From an optimization exercise on the open Yosys and OpenROAD flow, aimed at small area; shortcuts taken in it are not production practice. Only simulation tests tie the RTL to the original design; equivalence was not proved. Power is estimated from default activity; no workload was simulated.

`flow/constraint.sdc`:
```
create_clock -name core_clock -period 6.0 [get_ports {clk_i}]
set_input_delay 1.2000 -clock core_clock [delete_from_list [all_inputs] [get_ports {clk_i}]]
set_output_delay 1.2000 -clock core_clock [all_outputs]
set_load 0.01 [all_outputs]
```
`flow/design.v`:
```
module cva6_rvfi_trace_fifo #(
    parameter  int unsigned NrCommitPorts = 2,
    parameter  int unsigned RecordWidth   = 256,
    parameter  int unsigned Depth         = 8,
    parameter  int unsigned DropCntWidth  = 16,
    localparam int unsigned PortW         = (NrCommitPorts > 1) ? $clog2(NrCommitPorts) : 1,
    localparam int unsigned LevelW        = $clog2(Depth) + 1
) (
    input  logic                                 clk_i,
    input  logic                                 rst_i,
    input  logic [NrCommitPorts-1:0]             commit_valid_i,
    input  logic [NrCommitPorts*RecordWidth-1:0] commit_record_i,
    input  logic                                 clear_i,
    output logic                                 trace_valid_o,
    input  logic                                 trace_ready_i,
    output logic [RecordWidth-1:0]               trace_record_o,
    output logic [63:0]                          trace_order_o,
    output logic [PortW-1:0]                     trace_port_o,
    output logic [LevelW-1:0]                    level_o,
    output logic                                 overflow_o,
    output logic [DropCntWidth-1:0]              drop_cnt_o
);
    localparam int unsigned PtrW = $clog2(Depth);
    logic [RecordWidth-1:0]  mem_rec   [Depth];
    logic [63:0]             mem_order [Depth];
    logic                    mem_port  [Depth];
    logic                    mem_second[Depth];
    logic [PtrW-1:0]         wr_ptr_q;
    logic [PtrW-1:0]         rd_ptr_q;
    logic [LevelW-1:0]       level_q;
    logic [63:0]             order_cnt_q;
    logic                    overflow_q;
    logic [DropCntWidth-1:0] drop_cnt_q;
    logic                    popped_q;    
    logic                    v0, v1;
    logic [1:0]              n_valid;
    logic                    push, drop, pop;
    logic [LevelW-1:0]       free_slots;
    logic [DropCntWidth-1:0] drop_base;
    logic [DropCntWidth:0]   drop_sum;
    assign v0      = commit_valid_i[0];
    assign v1      = commit_valid_i[1];
    assign n_valid = {v0 & v1, v0 ^ v1};
    assign free_slots = LevelW'(Depth) - level_q;
    assign push       = (n_valid != '0) && (free_slots >= LevelW'(n_valid));
    assign drop       = (n_valid != '0) && !(free_slots >= LevelW'(n_valid));
    assign pop        = trace_valid_o && trace_ready_i;
    assign drop_base  = clear_i ? '0 : drop_cnt_q;
    assign drop_sum   = {1'b0, drop_base} + (DropCntWidth + 1)'(n_valid);
    logic                    wr_odd;
    logic                    even_sel0, odd_sel0;
    logic [RecordWidth-1:0]  even_rec, odd_rec;
    assign wr_odd    = wr_ptr_q[0];
    assign even_sel0 = !wr_odd && v0;
    assign odd_sel0  =  wr_odd && v0;
    assign even_rec  = even_sel0 ? commit_record_i[0 +: RecordWidth]
                                 : commit_record_i[RecordWidth +: RecordWidth];
    assign odd_rec   = odd_sel0  ? commit_record_i[0 +: RecordWidth]
                                 : commit_record_i[RecordWidth +: RecordWidth];
    logic [PtrW-1:0]         wr_ptr_p1;
    logic [Depth-1:0]        we;
    assign wr_ptr_p1 = wr_ptr_q + PtrW'(1);
    always_comb begin
        for (int s = 0; s < Depth; s++) begin
            we[s] = push && ((PtrW'(s) == wr_ptr_q) ||
                             (n_valid[1] && (PtrW'(s) == wr_ptr_p1)));
        end
    end
    always_ff @(posedge clk_i) begin
        if (rst_i) begin
            wr_ptr_q    <= '0;
            rd_ptr_q    <= '0;
            level_q     <= '0;
            order_cnt_q <= '0;
            overflow_q  <= 1'b0;
            drop_cnt_q  <= '0;
            popped_q    <= 1'b0;
        end else begin
            if (push) begin
                wr_ptr_q <= wr_ptr_q + PtrW'(n_valid);
            end
            if (pop) begin
                rd_ptr_q <= rd_ptr_q + PtrW'(1);
                popped_q <= 1'b1;
            end
            level_q <= level_q + (push ? LevelW'(n_valid) : '0) - LevelW'(pop);
            order_cnt_q <= order_cnt_q + 64'(n_valid);
            if (drop) begin
                overflow_q <= 1'b1;
                drop_cnt_q <= drop_sum[DropCntWidth] ? '1 : drop_sum[DropCntWidth-1:0];
            end else if (clear_i) begin
                overflow_q <= 1'b0;
                drop_cnt_q <= '0;
            end
        end
    end
    for (genvar s = 0; s < Depth; s++) begin : g_slot
        always_ff @(posedge clk_i) begin
            if (we[s] && !rst_i) begin
                if (s % 2 == 0) begin
                    mem_rec[s]    <= even_rec;
                    mem_port[s]   <= !even_sel0;
                    mem_second[s] <= wr_odd;
                end else begin
                    mem_rec[s]    <= odd_rec;
                    mem_port[s]   <= !odd_sel0;
                    mem_second[s] <= !wr_odd;
                end
                mem_order[s] <= order_cnt_q;
            end
        end
    end
    logic [PtrW-1:0]         disp_ptr;
    logic [Depth-1:0]        disp_sel;
    assign disp_ptr = trace_valid_o ? rd_ptr_q : (rd_ptr_q - PtrW'(1));
    always_comb begin
        for (int s = 0; s < Depth; s++) begin
            disp_sel[s] = (trace_valid_o || popped_q) && (PtrW'(s) == disp_ptr);
        end
    end
    logic [RecordWidth-1:0]  out_rec;
    logic [63:0]             out_order;
    logic                    out_port;
    logic                    out_second;
    always_comb begin
        out_rec    = '0;
        out_order  = '0;
        out_port   = 1'b0;
        out_second = 1'b0;
        for (int s = 0; s < Depth; s++) begin
            out_rec    = out_rec    | ({RecordWidth{disp_sel[s]}} & mem_rec[s]);
            out_order  = out_order  | ({64{disp_sel[s]}} & mem_order[s]);
            out_port   = out_port   | (disp_sel[s] & mem_port[s]);
            out_second = out_second | (disp_sel[s] & mem_second[s]);
        end
    end
    assign trace_valid_o  = (level_q != '0);
    assign trace_record_o = out_rec;
    assign trace_order_o  = out_order + 64'(out_second);
    assign trace_port_o   = PortW'(out_port);
    assign level_o        = level_q;
    assign overflow_o     = overflow_q;
    assign drop_cnt_o     = drop_cnt_q;
endmodule
```
`flow/run.sh`:
```
#!/bin/bash
# synth_recipe.tcl (not shown) runs the flow's synth.tcl, then flattens the netlist and writes it again
# the make line also repeats each setting of config.mk as NAME=value (left out here)
make -C /OpenROAD-flow-scripts/flow DESIGN_CONFIG=/design/flow/config.mk WORK_HOME=/design/flow/orfs CLKGATE_MAP_FILE= SYNTH_SCRIPT=/design/flow/synth_recipe.tcl finish
```
`flow/config.mk`:
```
export PLATFORM = sky130hd
export DESIGN_NAME = cva6_rvfi_trace_fifo
export DESIGN_NICKNAME = cva6_rvfi_trace_fifo
export VERILOG_FILES = /design/flow/design.v
export SDC_FILE = /design/flow/constraint.sdc
export NUM_CORES = 4
export LEC_CHECK = 0
export CAP_MARGIN = 20
export CORE_MARGIN = 2
export CORE_UTILIZATION = 40
export SLEW_MARGIN = 20
```
==> results.txt <==
==> layout make-up <==
class                           count  area share
Tap cell                         3570      0.0328
Inverter                           49     0.00158
Sequential cell                  2668       0.582
Timing Repair inverter              1   0.0000644
Clock inverter                    159      0.0120
Multi-Input combinational cell   3418       0.211
Antenna cell                       37    0.000681
Timing Repair Buffer             1299       0.102
Clock buffer                      361      0.0576
==> worst min path at each step <==
stage / from / endpoint / slack [ns]
after floorplan: wr_ptr_q[0] / mem_second[0] / 0.49
after global placement: overflow_q / overflow_q / 0.49
after detailed placement: overflow_q / overflow_q / 0.49
after CTS: overflow_q / overflow_q / 0.51
after global routing: overflow_q / overflow_q / 0.51
final: overflow_q / overflow_q / 0.51
==> power by group <==
group          internal, mW  switching [mW]  total (mW)
Sequential             23.1           0.489        23.6
Combinational          13.1            18.7        31.8
Clock                  10.5            7.24        17.7
==> registers in the layout, indices dropped and copies added (netlist names) <==
signal       count
rd_ptr_q         3
popped_q         1
mem_port         8
wr_ptr_q         3
drop_cnt_q      16
mem_second       8
mem_rec       2048
level_q          4
mem_order      512
order_cnt_q     64
overflow_q       1
==> layout by cell type (no fill, tap or decap), types with 39 or more instances in the layout <==
master	synthesis	layout
edfxtp_1	2576	2576
clkdlybuf4s50_1	0	792
a22oi_1	573	565
mux2_2	559	559
nand3_1	352	349
clkbuf_16	0	311
a221oi_1	307	296
buf_4	35	277
a22o_1	258	258
mux2i_1	185	185
nand2_1	169	161
nor2_1	127	115
buf_12	2	114
a21oi_1	110	97
dfxtp_1	92	87
xor2_1	68	63
o21ai_0	68	60
clkinv_1	1	57
clkbuf_1	292	55
xnor2_1	57	51
clkinv_2	0	45
nand2b_1	44	44
inv_1	46	39
==> cells by family (layout without fill, tap and decap cells) <==
family                     Yosys count  after routing  share of synthesized area
other                                0             37                          0
DFF                               2668           2668                      0.727
xor gates and xnor gates           125            125                     0.0101
muxes                              772            772                     0.0806
AOI/OAI and AO/OA                 1589           1589                      0.114
buffers and inverters              493           1869                     0.0215
and+or+nand+nor                    905            906                     0.0438
adders and majority gates           26             26                    0.00326
==> stage by stage <==
stage	area (um^2)	utilization	setup WS [ns]	setup TNS, ns	instances
floorplan	109000	-	-4.40	-6057.24	6578
global placement	124000	0.457	-0.185	-0.185	10900
detailed placement	124000	0.457	-0.232	-0.232	10900
CTS	135000	0.498	-0.115	-1.00	11500
global route	136000	0.502	-0.170	-0.898	11500
finish	136000	0.502	-0.0101	-0.0199	11600
==> synthesized netlist by cell type (all sizes together) (7+ instances only) <==
cell type,count,area share
mux4,28,0.0058
or2,10,0.00057
a211oi,31,0.0021
nand3,356,0.017
clkbuf,292,0.010
xor2,68,0.0055
and4,10,0.00080
dfxtp,92,0.017
nand2,172,0.0060
edfxtp,2576,0.71
buf,152,0.0097
o21ai,74,0.0034
o211ai,7,0.00048
o32ai,17,0.0018
nor3b,9,0.00067
and2,8,0.00048
xnor2,57,0.0046
o221ai,14,0.0012
or3,18,0.0010
and3,25,0.0014
a32oi,19,0.0015
a211o,20,0.0016
nor3,32,0.0016
mux2,559,0.058
a21oi,115,0.0055
nor2b,17,0.00098
o21a,10,0.00069
nor4,27,0.0026
nand2b,44,0.0025
a22oi,573,0.039
mux2i,185,0.017
inv,48,0.0017
a21o,15,0.0010
a221oi,308,0.025
nand4,23,0.0015
a21boi,8,0.00062
a22o,258,0.021
nor2,129,0.0045
o22ai,40,0.0024
ha,22,0.0025
a31oi,30,0.0017
==> per-layer routing <==
metal	share of wire	up-vias	wire length (um)
met4	0.041	56	14600
met1	0.40	35400	142000
met2	0.47	3322	167000
met5	0.0010	-	356
li1	-	29400	-
met3	0.085	707	30100
==> worst max-delay path, stage by stage (launching register included) <==
cell	delay, ns
dfxtp_4	0.39
inv_4	0.05
ha_4	0.32
buf_12	0.16
nand3b_2	0.14
buf_4	0.21
o22ai_1	0.10
o21ai_0	0.38
a222oi_1	0.29
buf_4	0.22
buf_4	0.16
nor4b_4	0.37
nand4_4	0.23
buf_6	0.18
buf_6	0.10
buf_6	0.11
nor4b_4	0.22
xnor2_1	0.14
buf_2	0.15
==> repair_timing <==
action | CTS | global route
setup buffers | 75 | 44
cloned | 12 | 9
pin swaps | 43 | 51
endpoints found under the setup margin | 300 | 138
endpoints found under the hold margin | 0 | 0
resized for setup | 238 | 159
==> flow_summary.json <==
{
  "layout-drive-gt1-share": 0.214,
  "cp-end-kind": "output pin",
  "slew_viol_final": 0,
  "cts-htree-levels": 5,
  "fill_cells": 22100,
  "worstSetupStartpoint": "rd_ptr_q[1]",
  "ir_worst_vdd_mv": 0.581,
  "clk_pin_slew_ns": 0.06,
  "synthesis.nets": 7122,
  "ctsHoldBuffers": 0,
  "hp-class": "reg -> reg",
  "min_period_ns": 6.01,
  "cp.arrival_ns": 4.81,
  "tightest_slew_ns": 1.25,
  "run_status": "failed layout checks",
  "fin_nets": 8281,
  "grt_max_degree": 112,
  "timing.final.ws_setup_ns": -0.0101,
  "grt_use_total": 0.246,
  "drt_iter0_drc": 7549,
  "crit_end": "trace_order_o[40]",
  "antenna_found_initial": 89,
  "dieArea_um2": 276000,
  "io_pins": 861,
  "rrSetupSlack_ns": 2.28,
  "power.total_mw": 73.1,
  "so.violations": "setup timing",
  "syn_area_per_cell_um2": 16.6,
  "timing.final.hold_violations": 0,
  "path_max_fanout": 9,
  "synth_ff_type": "edfxtp_1",
  "synthesis.area_um2": 109000,
  "finalSetupViolCount": 2,
  "drc_errors": 0,
  "finalWeightedCongestion": 0.910,
  "reg2reg_to": "order_cnt_q[54]",
  "ys_ff_latch": 2668,
  "viasPerCell": 5.96,
  "p_leak_nw": 44.4,
  "area_growth_pct": 24.9,
  "rsz0062_at_grt": "yes",
  "reg2reg_from": "order_cnt_q[0]",
  "antenna_left": 0,
  "busiest_layer": "met2",
  "overflow": 0,
  "cp.required_ns": 4.80,
  "dp_hpwl_um": 218000,
  "slew_headroom": 0.169,
  "fin_crit_sh": 1.00,
  "grt_pass1_wl_um": 495000,
  "whs_ns": 0.509,
  "clockBufferDepth": 4,
  "clk_latency_ns": 0.96,
  "yosysSeqAreaShare": 0.727,
  "die_h_um": 526,
  "clock-sinks": 2668,
  "drv_cap": 0,
  "crit_type": "reg -> out",
  "wirelength_um": 354000,
  "synthCells": 6578,
  "seq_area_um2": 79200,
  "grt_pass1_vias": 67700,
  "power_density_nw_per_um2": 537,
  "num_rows": 191,
  "gr-usage-met1": 0.326,
  "dr.pass1.iters": 8,
  "cts_made_buffers": 300,
  "use_met2": 0.392,
  "clock.fmax_mhz": 166,
  "async_reset_ff_frac": 0,
  "multi_input_area_um2": 28700,
  "post_drt_wl_per_cell_um": 30.6,
  "hold_depth": 2,
  "use_met3": 0.0569,
  "initial_core_util": 0.402,
  "cts_tree": "done",
  "synth_cell_type_count": 106,
  "vias": 69000,
  "cts_root_buffer": "clkbuf_16",
  "port_buffers": 860,
  "synth-edff-count": 2576,
  "reg2reg_depth": 11,
  "cp-start-kind": "flip-flop",
  "die_width_um": 526,
  "coreArea_um2": 271000,
  "yosys_warnings": 5,
  "worst_clock_skew_ns": 0.0826
}

[separate check: timing with driven ports]
Ports are ideal in the flow. The routed layout listed here was re-timed in OpenROAD. Step 1: set_driving_cell puts a clkbuf_16 on clk_i and a buf_2 on each other input, an assumption about the parent block. Step 2 adds t to the input delays and takes it off the output delays; t is the mean of the earliest and latest rising clock arrival at the registers after step 1. Input paths then give back, and output paths get back, about the clock's delay inside the block. a / b / c = ideal / step 1 / step 2; a / b = the first two.
shift t [ns]: 1.008
setup WS [ns]: -0.010 / -0.115 / 0.464
latest minus earliest clock arrival (ns): 0.121 / 0.121
slew at the worst register clock pin (ns): 0.07 / 0.07
pins driven straight from the clock port: 1
The setup slack of this run moves by -0.105 ns with the drivers and by +0.474 ns with both steps.
